Background: an optimization exercise with open tools, aiming at small area. Do not read the settings as production practice.
Only simulation tests tie the RTL to the original design; equivalence was not proved.
Power and IR drop assume default switching activity.

### flow/design.v
module idu_ld_hold (
  input  logic d,
  input  logic ld,
  input  logic q,
  input  logic hold,
  output logic y
);
  assign y = (d & ld) | (q & hold);
endmodule
module idu_aoi222 (
  input  logic a0, s0,
  input  logic a1, s1,
  input  logic a2, s2,
  output logic y_n
);
  assign y_n = !((a0 & s0) | (a1 & s1) | (a2 & s2));
endmodule
module idu_aoi22 (
  input  logic a0, s0,
  input  logic a1, s1,
  output logic y_n
);
  assign y_n = !((a0 & s0) | (a1 & s1));
endmodule
module idu_rdport #(
  parameter int n = 31,
  parameter int w = 32
) (
  input  logic [n-1:0][w-1:0] d,
  input  logic [n-1:0]        sel,
  output logic [w-1:0]        y
);
  localparam int g3 = n / 3;
  localparam int r  = n % 3;
  localparam int g  = g3 + (r != 0);
  for (genvar b = 0; b < w; b++) begin : g_bit
    logic [g-1:0] t_n;
    for (genvar k = 0; k < g3; k++) begin : g_aoi
      idu_aoi222 u_aoi (
        .a0(d[3*k][b]),   .s0(sel[3*k]),
        .a1(d[3*k+1][b]), .s1(sel[3*k+1]),
        .a2(d[3*k+2][b]), .s2(sel[3*k+2]),
        .y_n(t_n[k]));
    end
    if (r == 2) begin : g_r2
      idu_aoi22 u_aoi (
        .a0(d[n-2][b]), .s0(sel[n-2]),
        .a1(d[n-1][b]), .s1(sel[n-1]),
        .y_n(t_n[g-1]));
    end else if (r == 1) begin : g_r1
      assign t_n[g-1] = !(d[n-1][b] & sel[n-1]);
    end
    assign y[b] = !(&t_n);
  end
endmodule
module ins_decode_unit #(
  parameter int reg_width = 32,
  parameter int bus_width = 32,
  parameter int reg_count = 32,
  parameter int aw        = $clog2(reg_count)
) (
  input  logic                 clock,
  input  logic                 reset,
  input  logic [bus_width-1:0] ins_in,
  input  logic [bus_width-1:0] npc_in,
  input  logic                 valid_in,
  input  logic                 freeze_in,
  input  logic                 flush_in,
  input  logic                 wb_en_in,
  input  logic [aw-1:0]        wb_addr_in,
  input  logic [reg_width-1:0] wb_data_in,
  output logic                 stall_out,
  output logic                 valid_out,
  output logic [5:0]           opcode_out,
  output logic [4:0]           rd_out,
  output logic [reg_width-1:0] a_out,
  output logic [reg_width-1:0] b_out,
  output logic [reg_width-1:0] imm_out,
  output logic [bus_width-1:0] npc_out
);
  localparam logic [5:0] op_ralu   = 6'h00;
  localparam logic [5:0] op_ialu   = 6'h08;
  localparam logic [5:0] op_load   = 6'h20;
  localparam logic [5:0] op_store  = 6'h28;
  localparam logic [5:0] op_branch = 6'h04;
  localparam logic [5:0] op_jump   = 6'h02;
  logic [bus_width-1:0] ifid_ins_q, ifid_npc_q;
  logic [bus_width-1:0] ifid_ins_d, ifid_npc_d;
  logic                 ifid_vld_q;
  logic                 valid_q;
  logic [31:0]          ex_ins_q;
  logic [bus_width-1:0] npc_q;
  logic [reg_count-1:1][reg_width-1:0] regs_q, regs_d;
  logic [reg_count-1:1]                rv_q;
  logic [5:0] opc;
  logic [4:0] rs1, rs2;
  logic       use_rs1, use_rs2;
  logic       stall;
  assign opc = ifid_ins_q[31:26];
  assign rs1 = ifid_ins_q[25:21];
  assign rs2 = ifid_ins_q[20:16];
  always_comb begin
    use_rs1 = 1'b0;
    use_rs2 = 1'b0;
    case (opc)
      op_ralu, op_store:           begin use_rs1 = 1'b1; use_rs2 = 1'b1; end
      op_ialu, op_load, op_branch: use_rs1 = 1'b1;
      default: ;
    endcase
  end
  logic [4:0]           xrs1, xrs2;
  logic [reg_count-1:1] sel_a, sel_b;
  assign xrs1 = ex_ins_q[25:21];
  assign xrs2 = ex_ins_q[20:16];
  always_comb
    for (int i = 1; i < reg_count; i++) begin
      sel_a[i] = xrs1 == i && rv_q[i];
      sel_b[i] = xrs2 == i && rv_q[i];
    end
  idu_rdport #(.n(reg_count-1), .w(reg_width)) u_rda (.d(regs_q), .sel(sel_a), .y(a_out));
  idu_rdport #(.n(reg_count-1), .w(reg_width)) u_rdb (.d(regs_q), .sel(sel_b), .y(b_out));
  assign stall = ifid_vld_q && valid_q && (ex_ins_q[31:26] == op_load) &&
                 (ex_ins_q[20:16] != '0) &&
                 ((use_rs1 && rs1 == ex_ins_q[20:16]) ||
                  (use_rs2 && rs2 == ex_ins_q[20:16]));
  logic ld_if, hold_if;
  assign ld_if   = !stall;
  assign hold_if = stall;
  for (genvar b = 0; b < bus_width; b++) begin : g_ifid
    idu_ld_hold u_ins (.d(ins_in[b]), .ld(ld_if), .q(ifid_ins_q[b]), .hold(hold_if), .y(ifid_ins_d[b]));
    idu_ld_hold u_npc (.d(npc_in[b]), .ld(ld_if), .q(ifid_npc_q[b]), .hold(hold_if), .y(ifid_npc_d[b]));
  end
  always_ff @(posedge clock) begin
    ifid_ins_q <= ifid_ins_d;
    ifid_npc_q <= ifid_npc_d;
  end
  always_ff @(posedge clock) begin
    if (reset || flush_in) ifid_vld_q <= 1'b0;
    else if (!stall)       ifid_vld_q <= valid_in && !freeze_in;
  end
  always_ff @(posedge clock) begin
    if (reset) valid_q <= 1'b0;
    else       valid_q <= ifid_vld_q && !flush_in && !stall;
  end
  always_ff @(posedge clock) begin
    ex_ins_q <= ifid_ins_q;
    npc_q    <= ifid_npc_q;
  end
  logic [reg_count-1:1] we, we_n;
  always_comb
    for (int i = 1; i < reg_count; i++) begin
      we[i]   = wb_en_in && wb_addr_in == i;
      we_n[i] = !we[i];
    end
  for (genvar i = 1; i < reg_count; i++) begin : g_reg
    for (genvar b = 0; b < reg_width; b++) begin : g_bit
      idu_ld_hold u_wr (.d(wb_data_in[b]), .ld(we[i]), .q(regs_q[i][b]), .hold(we_n[i]), .y(regs_d[i][b]));
    end
  end
  always_ff @(posedge clock) regs_q <= regs_d;
  always_ff @(posedge clock) begin
    for (int i = 1; i < reg_count; i++)
      if (reset)      rv_q[i] <= 1'b0;
      else if (we[i]) rv_q[i] <= 1'b1;
  end
  logic [5:0] xop;
  assign xop = ex_ins_q[31:26];
  always_comb begin
    rd_out  = '0;
    imm_out = '0;
    case (xop)
      op_ralu:          rd_out = ex_ins_q[15:11];
      op_ialu, op_load: begin
        rd_out  = ex_ins_q[20:16];
        imm_out = {{(reg_width-16){ex_ins_q[15]}}, ex_ins_q[15:0]};
      end
      op_store, op_branch: imm_out = {{(reg_width-16){ex_ins_q[15]}}, ex_ins_q[15:0]};
      op_jump: imm_out = {{(reg_width-26){ex_ins_q[25]}}, ex_ins_q[25:0]};
      default: ;
    endcase
  end
  assign stall_out  = stall;
  assign valid_out  = valid_q;
  assign opcode_out = xop;
  assign npc_out    = npc_q;
endmodule
### flow/run.sh
#!/bin/bash
# synth_recipe.tcl (not shown) runs the flow's synth.tcl, then flattens the netlist and writes it again
# the make line also repeats each setting of config.mk as NAME=value (left out here)
make -C /OpenROAD-flow-scripts/flow DESIGN_CONFIG=/design/flow/config.mk WORK_HOME=/design/flow/orfs CLKGATE_MAP_FILE= SYNTH_SCRIPT=/design/flow/synth_recipe.tcl finish
### flow/config.mk
export PLATFORM = sky130hd
export DESIGN_NAME = ins_decode_unit
export DESIGN_NICKNAME = ins_decode_unit
export VERILOG_FILES = /design/flow/design.v
export SDC_FILE = /design/flow/constraint.sdc
export NUM_CORES = 4
export LEC_CHECK = 0
export CAP_MARGIN = 20
export CORE_MARGIN = 2
export CORE_UTILIZATION = 40
export SLEW_MARGIN = 20
export SYNTH_HIERARCHICAL = 1
export SYNTH_MINIMUM_KEEP_SIZE = 0
### flow/constraint.sdc
create_clock -name core_clock -period 5.5 [get_ports {clock}]
set_input_delay 1.1000 -clock core_clock [delete_from_list [all_inputs] [get_ports {clock}]]
set_output_delay 1.1000 -clock core_clock [all_outputs]
set_load 0.01 [all_outputs]
==> results of run 1 <==
## metrics by stage
stage / power (mW) / worst slack (ps) / hold slack (ps) / instance area [um2] / TNS (ps)
finish: 21.02 / -110.5 / 350.3 / 51850 / -219.9
global route: 21.70 / -42.35 / 358.2 / 51840 / -90.36
CTS: 20.94 / 163.5 / 349.6 / 51840 / 0
detailed placement: 12.85 / 923.9 / 336.8 / 47920 / 0
global placement: 12.78 / 951.3 / 339.0 / 47920 / 0
floorplan: 12.05 / 1933 / 331.6 / 42460 / 0
## flip-flops by register name, summed over array words and instances (netlist names)
register and cells:
regs_q 992, ifid_vld_q 1, npc_q 32, rv_q 31
ifid_ins_q 32, ifid_npc_q 32, valid_q 1, ex_ins_q 32
## worst paths after layout
kind / endpoint / slack, ps
hold / removal: npc_q[17]$_DFF_P_ / 350
setup / recovery: b_out[6] / -110
setup reg to reg: ifid_npc_q[21]$_DFF_P_ / 2800
hold reg to reg: npc_q[17]$_DFF_P_ / 350
## power by group through the flow
stage	Combinational [mW]	Clock, mW	Sequential (mW)
final	1.73	8.21	11.1
after global routing	1.88	8.59	11.2
after CTS	1.71	8.23	11.0
after detailed placement	1.71	0	11.1
after global placement	1.64	0	11.1
after floorplan	1.22	0	10.8
## cells in the final DEF (no fill, tap or decap), types with 4 or more instances in the layout
| cell | n |
|---|---|
| sky130_fd_sc_hd__and3_2 | 56 |
| sky130_fd_sc_hd__clkinvlp_4 | 4 |
| sky130_fd_sc_hd__clkbuf_16 | 121 |
| sky130_fd_sc_hd__a222oi_1 | 640 |
| sky130_fd_sc_hd__buf_12 | 9 |
| sky130_fd_sc_hd__clkinv_2 | 22 |
| sky130_fd_sc_hd__a22o_1 | 1056 |
| sky130_fd_sc_hd__a2111o_1 | 64 |
| sky130_fd_sc_hd__mux2i_1 | 5 |
| sky130_fd_sc_hd__inv_1 | 31 |
| sky130_fd_sc_hd__and3_1 | 11 |
| sky130_fd_sc_hd__a21oi_1 | 32 |
| sky130_fd_sc_hd__dfxtp_1 | 1153 |
| sky130_fd_sc_hd__bufinv_16 | 7 |
| sky130_fd_sc_hd__nor2b_1 | 17 |
| sky130_fd_sc_hd__and2_1 | 26 |
| sky130_fd_sc_hd__clkbuf_8 | 29 |
| sky130_fd_sc_hd__nand2_1 | 72 |
| sky130_fd_sc_hd__nor3_1 | 7 |
| sky130_fd_sc_hd__a21o_1 | 11 |
| sky130_fd_sc_hd__nand2b_1 | 4 |
| sky130_fd_sc_hd__nor2_1 | 59 |
| sky130_fd_sc_hd__nand4_1 | 129 |
| sky130_fd_sc_hd__clkdlybuf4s50_1 | 247 |
| sky130_fd_sc_hd__xnor2_1 | 9 |
| sky130_fd_sc_hd__nand2_2 | 27 |
| sky130_fd_sc_hd__clkbuf_1 | 28 |
| sky130_fd_sc_hd__buf_4 | 154 |
## cell type report
type,instances,area [um2],area share
Antenna cell,2,5.005,0.00009653
Clock buffer,178,3532,0.06812
Tap cell,1391,1740,0.03357
Inverter,31,116.4,0.002244
Sequential cell,1153,23080,0.4452
Clock inverter,37,396.6,0.007650
Timing Repair Buffer,410,3809,0.07346
Multi-Input combinational cell,2242,19170,0.3697
## cells by family (layout without fill, tap and decap cells)
| family | after synthesis | in the layout | synth area share |
|---|---|---|---|
| other cells | 0 | 2 | 0 |
| buf+inv | 67 | 656 | 0.008310 |
| flops | 1153 | 1153 | 0.5436 |
| simple gates | 417 | 417 | 0.05216 |
| compound gates | 1808 | 1808 | 0.3923 |
| mux | 5 | 5 | 0.001179 |
| xor+xnor | 12 | 12 | 0.002475 |
## modules after synthesis, one instance, submodules excluded, a selection
module	copies in the design	flops+latches	area (um2)	cells inside
idu_ld_hold	1056	0	8.758	1
idu_aoi222	640	0	10.01	1
ins_decode_unit	1	1153	24980	1504
## layer usage
metal  up-vias  GRT usage
met2      4038     0.4903
met1     20238     0.4670
li1      16763          -
met5         -   0.002609
met3       754     0.1366
met4         2     0.2007
==> metrics.yaml, run 1 <==
status: "failed layout checks"
check_failures: "negative setup slack"
yosysTopAreaCellShare: 0.5436
worstSetupPathType: "reg -> out"
detailedRoute.firstPassIterationCount: 14
grt_pass1_wl_um: 284600
synth-edff-count: 0
cp_max_fo: 32
clockBufferDepth: 3
sequentialPowerShare: 0.527
p_switching_mw: 5.338
sw_frac_of_total: 0.2539
synthesis.nets: 3569
mappedNetlistArea_um2: 42460
wl_met1_um: 76440
critPathArrivalTime_ps: 4510
dieWidth_um: 329.8
final_layout_size_suffix_gt1_frac: 0.1079
grt_start_max_net_pins: 65
grtUsageTotal: 0.3539
wl_per_cell_um: 37.06
layout.nets: 4063
die_y_um: 329.8
synthesis.area_per_instance_um2: 12.26
path_common_cell: "sky130_fd_sc_hd__nor2b_1"
cts_hold_buffers: 0
final_hold_viol_count: 0
share_comb_of_total_power: 0.082
ranking_of_synthesized_cells_by_area: "sky130_fd_sc_hd__dfxtp_1 (54%), sky130_fd_sc_hd__a22o_1 (22%), sky130_fd_sc_hd__a222oi_1 (15%)"
final_critical_path_setup_slack_ps: -110.5
clk_root_buffer_cell: "sky130_fd_sc_hd__clkbuf_16"
synth-warning-count: 7
postSynth.asyncResetShare: 0
met2_length_um: 80650
critical_path_cell_count: 7
critical_path_buffers_and_inverters: 1
maxSlewHeadroom: 0.1893
first_global_vias: 39835
report.final.setup_viol: 7
rows: 119
layout_min_cycle_time_ps: 5611
dieArea_um2: 108800
initial_utilization: 0.4034
synth_top_flop_cell: "sky130_fd_sc_hd__dfxtp_1"
dp_cells: 5227
io_buffers: 247
fin_worst_skew_ps: 9.110
tritoncts: "yes"
worst-endpoint-required_ps: 4400
drtIter0Drc: 9839
max_slew.worst_pin.slew_ps: 1216
ios: 248
clock.fmax_mhz: 178.2
initial_antenna_violation_count: 2
grt_remaining_overflow: 0
synth_most_common_cell: "sky130_fd_sc_hd__dfxtp_1"
gp_congestion: 1.033
grt_setup_unrepaired: "true"
synthCells: 3462
max_capacitance_violation_count: 0
share_clk_of_total_power: 0.391
yosys_register_bits: 1153
cell_leakage_power_nw: 21.61
synth_largest_area_cell: "sky130_fd_sc_hd__dfxtp_1"
cts.repair_timing.setup_buffer_count: 0
worst_ir_drop_vdd_uv: 305.3
cts.repair.resized: 0
worstSetupEndpointType: "output port"
drt_wl_total_um: 201700
h_tree_level_count: 3
clk_latency_ps: 710
clock-sinks: 1153
critical-path-max-stage-delay_ps: 940
hold_depth: 0
dr.max_layer_used: "met5"
yosysUniqueCellTypes: 34
hold_path.class: "reg -> reg"
drt_drc_violations_left: 0
finish.cell_count_without_fillers: 5444
area_delta_synth_final_pct: 22.11
critical-path-slowest-cell: "sky130_fd_sc_hd__and3_2"
timing.final.crit_share: 1.020
power.internal_mw: 15.69
met3WireLength_um: 31650
final_core_util: 0.4926
post_detailed_route_via_to_cell_ratio: 7.677
synth_top_cells_by_count: "sky130_fd_sc_hd__dfxtp_1 (1,153), sky130_fd_sc_hd__a22o_1 (1,056), sky130_fd_sc_hd__a222oi_1 (640)"
path_cells: "nor2b_1 -> nor2b_1 -> and3_2 -> a222oi_1 -> nand4_1 -> a2111o_1 -> clkdlybuf4s50_1"
launching_element_of_the_worst_setup_path: "ex_ins_q[17]$_DFF_P_"
ys_seq_area_frac: 0.5436
worst_setup_hold_path_clk_slew_ps: 60
fp.coreArea_um2: 105300
drtAntennaViolNets: 0
vias: 41795
r2r-start: "ex_ins_q[19]$_DFF_P_"
detailed_place_hpwl_um: 117200
cp_top_family: "simple AND/OR/NAND/NOR gates"
worst_r2r_path_depth: 7
critical_path.startpoint_type: "flop"
cts_made_buffers: 118
min_delay_startpoint: "ifid_npc_q[17]$_DFF_P_"
power_per_standard_cell_area_nw_per_um2: 405.5
max_slew_violation_count: 0
nFillCells: 9373
==> inputs of run 2 (changes only) <==
--- a/flow/design.v
+++ b/flow/design.v
@@ -91,7 +91,6 @@
   logic [31:0]          ex_ins_q;
   logic [bus_width-1:0] npc_q;
   logic [reg_count-1:1][reg_width-1:0] regs_q, regs_d;
-  logic [reg_count-1:1]                rv_q;
   logic [5:0] opc;
   logic [4:0] rs1, rs2;
   logic       use_rs1, use_rs2;
@@ -112,11 +111,22 @@
   logic [reg_count-1:1] sel_a, sel_b;
   assign xrs1 = ex_ins_q[25:21];
   assign xrs2 = ex_ins_q[20:16];
-  always_comb
+  logic [3:0] lo_a, lo_b;
+  logic [7:0] hi_a, hi_b;
+  always_comb begin
+    for (int k = 0; k < 4; k++) begin
+      lo_a[k] = xrs1[1:0] == k;
+      lo_b[k] = xrs2[1:0] == k;
+    end
+    for (int k = 0; k < 8; k++) begin
+      hi_a[k] = xrs1[4:2] == k;
+      hi_b[k] = xrs2[4:2] == k;
+    end
     for (int i = 1; i < reg_count; i++) begin
-      sel_a[i] = xrs1 == i && rv_q[i];
-      sel_b[i] = xrs2 == i && rv_q[i];
+      sel_a[i] = lo_a[i % 4] && hi_a[i / 4];
+      sel_b[i] = lo_b[i % 4] && hi_b[i / 4];
     end
+  end
   idu_rdport #(.n(reg_count-1), .w(reg_width)) u_rda (.d(regs_q), .sel(sel_a), .y(a_out));
   idu_rdport #(.n(reg_count-1), .w(reg_width)) u_rdb (.d(regs_q), .sel(sel_b), .y(b_out));
   assign stall = ifid_vld_q && valid_q && (ex_ins_q[31:26] == op_load) &&
@@ -146,23 +156,18 @@
     ex_ins_q <= ifid_ins_q;
     npc_q    <= ifid_npc_q;
   end
-  logic [reg_count-1:1] we, we_n;
+  logic [reg_count-1:1] we, hold;
   always_comb
     for (int i = 1; i < reg_count; i++) begin
-      we[i]   = wb_en_in && wb_addr_in == i;
-      we_n[i] = !we[i];
+      we[i]   = !reset && wb_en_in && wb_addr_in == i;
+      hold[i] = !reset && !(wb_en_in && wb_addr_in == i);
     end
   for (genvar i = 1; i < reg_count; i++) begin : g_reg
     for (genvar b = 0; b < reg_width; b++) begin : g_bit
-      idu_ld_hold u_wr (.d(wb_data_in[b]), .ld(we[i]), .q(regs_q[i][b]), .hold(we_n[i]), .y(regs_d[i][b]));
+      idu_ld_hold u_wr (.d(wb_data_in[b]), .ld(we[i]), .q(regs_q[i][b]), .hold(hold[i]), .y(regs_d[i][b]));
     end
   end
   always_ff @(posedge clock) regs_q <= regs_d;
-  always_ff @(posedge clock) begin
-    for (int i = 1; i < reg_count; i++)
-      if (reset)      rv_q[i] <= 1'b0;
-      else if (we[i]) rv_q[i] <= 1'b1;
-  end
   logic [5:0] xop;
   assign xop = ex_ins_q[31:26];
   always_comb begin
==> flow/flow/run.sh (new file) <==
#!/bin/bash
# Own layout flow: the standard flow (standard synthesis unchanged) with
# two changes to how the layout is made:
#  - ports are buffered with the smallest buffer (buf_1) instead of the
#    delay-cell buffer buffer_ports picks by default; repair may still resize;
#  - the clock tree uses clkbuf_16 with larger sink clusters and no dummy
#    loads, so it needs fewer clock buffers.
# The full output of the run goes to standard.log in this folder; ORFS keeps
# each step's log under orfs/logs/.
set -euo pipefail
export BUFFER_PORTS_ARGS="-buffer_cell sky130_fd_sc_hd__buf_1"
export CTS_ARGS="-sink_clustering_enable -repair_clock_nets -dont_use_dummy_load -buf_list sky130_fd_sc_hd__clkbuf_16 -sink_clustering_size 25 -sink_clustering_max_diameter 100"
bash standard.sh > standard.log 2>&1
==> flow/standard.sh (new file) <==
#!/bin/bash
# synth_recipe.tcl (not shown) runs the flow's synth.tcl, then flattens the netlist and writes it again
# the make line also repeats each setting of config.mk as NAME=value (left out here)
make -C /OpenROAD-flow-scripts/flow DESIGN_CONFIG=/design/flow/config.mk WORK_HOME=/design/flow/orfs CLKGATE_MAP_FILE= SYNTH_SCRIPT=/design/flow/synth_recipe.tcl "${@:-finish}"
removed: flow/run.sh
==> metrics.yaml, run 2 <==
status: "finished clean"
cp_max_fo: 32  # unchanged
grt_pass1_wl_um: 276300  # -2.9%
initial_antenna_violation_count: 10  # +8
clock.fmax_mhz: 186.6  # +4.7%
sw_frac_of_total: 0.2547  # +0.0007969
highest_count_cells_in_the_layout_ignoring_fill_and_taps: "sky130_fd_sc_hd__dfxtp_1 (1,122), sky130_fd_sc_hd__a22o_1 (1,056), sky130_fd_sc_hd__a222oi_1 (640)"
cell_leakage_power_nw: 17.18  # -21%
critical-path-slowest-cell: "sky130_fd_sc_hd__nand2b_1"
cts.repair.resized: 0  # unchanged
final_critical_path_setup_slack_ps: 141.8  # +252.4 ps
gp_congestion: 0.9392  # -9.1%
h_tree_level_count: 2  # -1
nFillCells: 9442  # +0.74%
timing.final.crit_share: 0.9742  # -0.04588
launching_element_of_the_worst_setup_path: "ex_ins_q[17]$_DFF_P_"
final-seq-area_um2: 22460  # -2.7%
critical-path-max-stage-delay_ps: 800  # -140 ps
worst_ir_drop_vdd_uv: 313.0  # +2.5%
grt_start_max_net_pins: 65  # unchanged
dieArea_um2: 106600  # -2.0%
io_buffers: 247  # unchanged
synthesis.area_per_instance_um2: 12.23  # -0.26%
drt_wl_total_um: 197200  # -2.2%
mappedNetlistArea_um2: 41620  # -2.0%
min_delay_startpoint: "ifid_npc_q[4]$_DFF_P_"
synth_most_common_cell: "sky130_fd_sc_hd__dfxtp_1"
worst_r2r_path_depth: 6  # -1
worstSetupPathType: "reg -> out"
synth_simple_gate_area_frac: 0.04913  # -0.003030
yosysUniqueCellTypes: 38  # +12%
clk_latency_ps: 660  # -50 ps
critPathArrivalTime_ps: 4260  # -250 ps
drtIter0Drc: 9986  # +1.5%
clockBufferDepth: 3  # unchanged
synth_top_flop_cell: "sky130_fd_sc_hd__dfxtp_1"
synth-edff-count: 0  # unchanged
layout_commonest_cell: "sky130_fd_sc_hd__dfxtp_1"
synth_area_in_compound_gates: 0.4006  # +0.008321
max_slew.worst_pin.slew_ps: 1329  # +112.9 ps
r2r_setup_slack_ps: 2680  # -120 ps
drtAntennaViolNets: 0  # unchanged
power_per_standard_cell_area_nw_per_um2: 283.4  # -30%
drt_drc_violations_left: 0  # unchanged
vias: 40551  # -3.0%
synthesis.nets: 3509  # -1.7%
synth_largest_area_cell: "sky130_fd_sc_hd__dfxtp_1"
cts_made_buffers: 51  # -57%
fp.coreArea_um2: 103300  # -1.8%
final_hold_viol_count: 0  # unchanged
detailedPlace.worstSlack_ps: 1111  # +187.1 ps
post_detailed_route_via_to_cell_ratio: 7.816  # +1.8%
synth_top_family_by_area: "compound AO/OA/AOI/OAI gates"
tritoncts: "yes"
grt_remaining_overflow: 0  # unchanged
share_clk_of_total_power: 0.319  # -0.072
fin_worst_skew_ps: 31.13  # +22.02 ps
layout_min_cycle_time_ps: 5358  # -252.4 ps
ranking_of_synthesized_cells_by_area: "sky130_fd_sc_hd__dfxtp_1 (54%), sky130_fd_sc_hd__a22o_1 (22%), sky130_fd_sc_hd__a222oi_1 (15%)"
first_global_vias: 37674  # -5.4%
path_cells: "nand2b_1 -> nor2_4 -> a222oi_1 -> nand4_1 -> a2111o_1 -> buf_1"
ys_seq_area_frac: 0.5397  # -0.003880
rows: 118  # -0.84%
worst-endpoint-required_ps: 4400  # about the same
cts.repair_timing.setup_buffer_count: 0  # unchanged
final.setup.tns_ps: 0  # +219.9 ps
dieWidth_um: 326.6  # -0.99%
detailedRoute.firstPassIterationCount: 13  # -1
power.internal_mw: 10.08  # -36%
critical_path.startpoint_type: "flop"
synthMuxAreaShare: 0.001203  # +0.00002392
grt_setup_unrepaired: "false"
p_switching_mw: 3.443  # -35%
detailed_place_hpwl_um: 119200  # +1.7%
die_y_um: 326.6  # -0.99%
grtUsageTotal: 0.3496  # -0.004265
synthCells: 3402  # -1.7%
synth-warning-count: 7  # unchanged
multi_input_area_um2: 19890  # +3.8%
share_comb_of_total_power: 0.067  # -0.015
final_layout_size_suffix_gt1_frac: 0.09387  # -0.01400
maxSlewHeadroom: 0.1119  # -0.07736
worst_setup_hold_path_clk_slew_ps: 90  # +30 ps
yosysTopAreaCellShare: 0.5397  # -0.003880
cts_hold_buffers: 0  # unchanged
postSynth.asyncResetShare: 0  # unchanged
largest_reg_flops: 992  # unchanged
max_capacitance_violation_count: 0  # unchanged
worstSetupEndpointType: "output port"
report.final.setup_viol: 0  # -7
initial_utilization: 0.4027  # -0.0006858
hold_path.class: "reg -> reg"
hold_depth: 0  # unchanged
layout.nets: 3912  # -3.7%
clk_root_buffer_cell: "sky130_fd_sc_hd__clkbuf_16"
sequentialPowerShare: 0.614  # +0.087
wl_per_cell_um: 38.02  # +2.6%
synth_adder_area_share: 0  # unchanged
registers.top_by_ff_count: "regs_q"
synth_top_cells_by_count: "sky130_fd_sc_hd__dfxtp_1 (1,122), sky130_fd_sc_hd__a22o_1 (1,056), sky130_fd_sc_hd__a222oi_1 (640)"
ios: 248  # unchanged
max_slew_violation_count: 0  # unchanged
area_delta_synth_final_pct: 14.63
yosys_register_bits: 1122  # -2.7%
clock-sinks: 1122  # -2.7%
post_synth_xor_xnor_area: 0.002525  # +0.00005023
r2r-start: "ex_ins_q[16]$_DFF_P_"
[run 2: changes by cell type after synthesis, sizes merged, moves of 12 or more]
cell,delta
and3,-65
nor2b,-12
inv,-30
nand2,-16
nor2,+48
dfxtp,-31
nor3,+12
[run 2: routing by layer]
metal,global-route usage,routed length (um)
met1,0.4628,74490
met2,0.4857,79460
met3,0.1451,32240
met4,0.1750,10960
met5,0.003106,106
[run 2: cells by family (layout without fill, tap and decap cells)]
family,after synthesis,in the layout
AO/OA/AOI/OAI,1811,1811
XOR/XNOR,12,12
buffers and inverters,49,450
flip-flops,1122,1122
multiplexers,5,5
other,0,5
AND/OR/NAND/NOR,403,403
[run 2: layout make-up]
| cell class | count | share of cell area |
|---|---|---|
| flip-flops and latches | 1122 | 0.4708 |
| multi-input cells | 2231 | 0.4170 |
| repair buffers | 398 | 0.04891 |
| well taps | 1380 | 0.03619 |
| clock buffers | 51 | 0.02675 |
| diodes | 5 | 0.0002623 |
| inverters | 1 | 0.00007868 |
[run 2: final timing paths]
check | to
max | b_out[18]
min | npc_q[4]$_DFF_P_
max reg2reg | ifid_npc_q[19]$_DFF_P_
min reg2reg | npc_q[4]$_DFF_P_
[run 2: power groups by stage]
stage,clock network [mW],logic (mW),registers [mW]
after floorplan,0,0.307,8.47
after global placement,0,0.839,8.49
after detailed placement,0,0.848,8.49
after CTS,4.32,0.849,8.30
after global routing,4.60,0.899,8.32
final,4.31,0.901,8.30
[run 2: modules after synthesis (local to each module, per instance), excerpt]
module / area, um2 / times used / cells inside
idu_ld_hold: 8.758 / 1056 / 1
idu_aoi222: 10.01 / 640 / 1
ins_decode_unit: 24130 / 1 / 1444
[run 2: critical path: cells and delay by family (launching register included)]
kind	cells	cell delay [ps]
AO/OA/AOI/OAI	2	1070
buffers and inverters	1	160
flip-flops	1	500
AND/OR/NAND/NOR	3	1840
[run 2: through the flow]
step	hold slack, ps	cells	power, mW	instance area [um2]	utilization
floorplan	331.6	3402	8.772	41620	-
global placement	333.7	5120	9.327	46110	0.4462
detailed placement	336.6	5126	9.336	46270	0.4477
global route	332.6	5186	13.82	47700	0.4616
finish	333.7	5188	13.52	47710	0.4616
CTS	330.4	5177	13.47	47540	0.4600
==> inputs of run 3 (changes only) <==
--- a/flow/config.mk
+++ b/flow/config.mk
@@ -7,7 +7,7 @@
 export LEC_CHECK = 0
 export CAP_MARGIN = 20
 export CORE_MARGIN = 2
-export CORE_UTILIZATION = 40
+export CORE_UTILIZATION = 55
 export SLEW_MARGIN = 20
 export SYNTH_HIERARCHICAL = 1
 export SYNTH_MINIMUM_KEEP_SIZE = 0
==> metrics.yaml, run 3 <==
status: "finished clean"
layout.nets: 3912  # unchanged
hold_path.class: "reg -> reg"
drt_wl_total_um: 200100  # +1.5%
final_layout_size_suffix_gt1_frac: 0.09072  # -0.003155
postSynth.asyncResetShare: 0  # unchanged
grt_remaining_overflow: 0  # unchanged
max_capacitance_violation_count: 0  # unchanged
registers.top_by_ff_count: "regs_q"
synth_top_cells_by_count: "sky130_fd_sc_hd__dfxtp_1 (1,122), sky130_fd_sc_hd__a22o_1 (1,056), sky130_fd_sc_hd__a222oi_1 (640)"
final_core_util: 0.6282  # +0.1666
report.final.setup_viol: 0  # unchanged
synth-warning-count: 7  # unchanged
detailed_place_hpwl_um: 113800  # -4.6%
drtIter0Drc: 10883  # +9.0%
cts_hold_buffers: 0  # unchanged
synthesis.nets: 3509  # unchanged
max_slew_violation_count: 0  # unchanged
die_y_um: 279.1  # -15%
r2r-start: "ex_ins_q[19]$_DFF_P_"
cp_max_fo: 18  # -44%
initial_utilization: 0.5571  # +0.1545
critical_path.startpoint_type: "flop"
fp.coreArea_um2: 74700  # -28%
wl_per_cell_um: 41.87  # +10%
dieArea_um2: 77880  # -27%
first_global_vias: 41082  # +9.0%
synthCells: 3402  # unchanged
post_detailed_route_via_to_cell_ratio: 8.930  # +14%
rows: 100  # -15%
cell_leakage_power_nw: 17.12  # -0.35%
worst-endpoint-required_ps: 4400  # about the same
final_hold_viol_count: 0  # unchanged
min_delay_startpoint: "ifid_ins_q[2]$_DFF_P_"
critPathArrivalTime_ps: 4240  # -20 ps
nFillCells: 5963  # -37%
drtAntennaViolNets: 0  # unchanged
cts.repair.resized: 0  # unchanged
h_tree_level_count: 2  # unchanged
mappedNetlistArea_um2: 41620  # unchanged
timing.final.crit_share: 0.9702  # -0.004024
largest_reg_flops: 992  # unchanged
launching_element_of_the_worst_setup_path: "ex_ins_q[23]$_DFF_P_"
gp_congestion: 0.9601  # +2.2%
synthesis.area_per_instance_um2: 12.23  # unchanged
worst_setup_hold_path_clk_slew_ps: 90  # about the same
vias: 42685  # +5.3%
power_per_standard_cell_area_nw_per_um2: 287.6  # +1.5%
tritoncts: "yes"
dieWidth_um: 279.1  # -15%
synth-edff-count: 0  # unchanged
final.setup.tns_ps: 0  # unchanged
clk_latency_ps: 660  # about the same
cts_made_buffers: 51  # unchanged
layout_min_cycle_time_ps: 5336  # -22.13 ps
yosysUniqueCellTypes: 38  # unchanged
grtUsageTotal: 0.4878  # +0.1382
cts.repair_timing.setup_buffer_count: 0  # unchanged
synth_largest_area_cell: "sky130_fd_sc_hd__dfxtp_1"
worstSetupPathType: "reg -> out"
worstSetupEndpointType: "output port"
layout_commonest_cell: "sky130_fd_sc_hd__dfxtp_1"
yosys_register_bits: 1122  # unchanged
yosysTopAreaCellShare: 0.5397  # unchanged
grt_setup_unrepaired: "false"
worst_ir_drop_vdd_uv: 255.2  # -18%
area_delta_synth_final_pct: 12.76
max_slew.worst_pin.slew_ps: 1326  # -2.762 ps
grt_start_max_net_pins: 65  # unchanged
detailedRoute.firstPassIterationCount: 17  # +4
drt_drc_violations_left: 0  # unchanged
io_buffers: 247  # unchanged
maxSlewHeadroom: 0.1149  # +0.002993
clk_root_buffer_cell: "sky130_fd_sc_hd__clkbuf_16"
ranking_of_synthesized_cells_by_area: "sky130_fd_sc_hd__dfxtp_1 (54%), sky130_fd_sc_hd__a22o_1 (22%), sky130_fd_sc_hd__a222oi_1 (15%)"
clockBufferDepth: 3  # unchanged
synth_most_common_cell: "sky130_fd_sc_hd__dfxtp_1"
synth_top_flop_cell: "sky130_fd_sc_hd__dfxtp_1"
fin_worst_skew_ps: 52.86  # +21.74 ps
clock-sinks: 1122  # unchanged
initial_antenna_violation_count: 12  # +2
ios: 248  # unchanged
ys_seq_area_frac: 0.5397  # unchanged
clock.fmax_mhz: 187.4  # +0.41%
highest_count_cells_in_the_layout_ignoring_fill_and_taps: "sky130_fd_sc_hd__dfxtp_1 (1,122), sky130_fd_sc_hd__a22o_1 (1,056), sky130_fd_sc_hd__a222oi_1 (640)"
grt_pass1_wl_um: 281700  # +2.0%
run 3: cell types whose count changed in the layout (fill, tap and decap cells not counted), sizes merged:
cell / delta
buf: +12
clkbuf: -12
diode: +3
run 3: kinds of logic (layout without fill, tap and decap cells):
family	Yosys count	in the layout	synth area share
AOI/OAI and AO/OA	1811	1811	0.4006
DFF	1122	1122	0.5397
and+or+nand+nor	403	403	0.04913
buffers and inverters	49	450	0.006825
xor gates and xnor gates	12	12	0.002526
muxes	5	5	0.001203
other	0	8	0
run 3: per-stage QoR:
| step | hold slack (ps) | total power [mW] | setup WS, ps | cell area, um2 | cells |
|---|---|---|---|---|---|
| 2_1_floorplan | 331.6 | 8.772 | 1531 | 41620 | 3402 |
| 3_3_place_gp | 339.2 | 9.302 | 1249 | 45410 | 4713 |
| 3_5_place_dp | 339.9 | 9.323 | 1200 | 45460 | 4715 |
| 4_1_cts | 301.2 | 13.36 | 502.4 | 46740 | 4766 |
| 5_1_grt | 302.3 | 13.72 | 301.5 | 46910 | 4772 |
| 6_report | 302.1 | 13.50 | 164.0 | 46930 | 4780 |
run 3: area by class of cell:
class	instances	area (um2)	area share
Timing Repair Buffer	398	2221	0.04733
Clock buffer	51	1276	0.02720
Sequential cell	1122	22460	0.4787
Antenna cell	8	20.02	0.0004266
Tap cell	969	1212	0.02584
Inverter	1	3.754	0.00007999
Multi-Input combinational cell	2231	19730	0.4205
run 3: critical path: stages, from the launching register on:
cell	delay (ps)
sky130_fd_sc_hd__dfxtp_1	810
sky130_fd_sc_hd__nand2_1	360
sky130_fd_sc_hd__nor2_2	1100
sky130_fd_sc_hd__a222oi_1	410
sky130_fd_sc_hd__nand4_1	380
sky130_fd_sc_hd__a2111o_1	310
sky130_fd_sc_hd__buf_1	200
run 3: power by group:
group	internal (mW)	leakage, nW	switching [mW]
Combinational	0.189	7.40	0.719
Clock	1.66	0.629	2.62
Sequential	8.22	9.09	0.0848
run 3: path summary, 6_finish.rpt:
| check | slack, ps | cells past startpoint | to |
|---|---|---|---|
| worst max-delay path | 160 | 6 | a_out[9] |
| worst min-delay path | 300 | 0 | ex_ins_q[2]$_DFF_P_ |
| worst max register to register | 2770 | 6 | ifid_ins_q[2]$_DFF_P_ |
| worst min register to register | 300 | 0 | ex_ins_q[2]$_DFF_P_ |
run 3: modules after synthesis (local to each module, per instance), excerpt:
module           copies in the design  flip-flops and latches  cells inside  area (um2)
idu_aoi222                        640                       0             1       10.01
ins_decode_unit                     1                    1122          1444       24130
idu_ld_hold                      1056                       0             1       8.758
run 3: routing by layer:
metal / GRT usage / routed length, um / part of all wire / vias up
met5: 0.001251 / 98 / 0.00049 / -
met1: 0.6047 / 68330 / 0.34 / 20513
met4: 0.3110 / 15670 / 0.078 / 16
met3: 0.2315 / 36840 / 0.18 / 1203
li1: - / - / - / 16284
met2: 0.6755 / 79210 / 0.40 / 4669

## what the ideal ports hide
The results above use ideal ports. As a check the final layouts listed here were re-extracted and re-timed, cells and wires unchanged. Step 1 assumes that a clkbuf_16 drives the clock port and a buf_2 every other input. Step 2 moves the port delays by t, midway between the first and last clock arrival at a register: inputs arrive t later, outputs are due t later. That takes back most of the time a late clock gives input paths. Slacks: ideal ports / drivers / drivers and shift; pairs: ideal ports / drivers.
| run | t, ns | slack for setup (ns) | latest minus earliest clock arrival (ns) | worst slew at a driven data input, ns |
|---|---|---|---|---|
| run 1 | 0.794 | -0.111 / -0.188 / 0.607 | 0.037 / 0.037 | 0.08 |
| run 2 | 0.746 | 0.142 / 0.068 / 0.814 | 0.083 / 0.083 | 0.18 |
| run 3 | 0.717 | 0.164 / 0.090 / 0.807 | 0.082 / 0.082 | 0.14 |
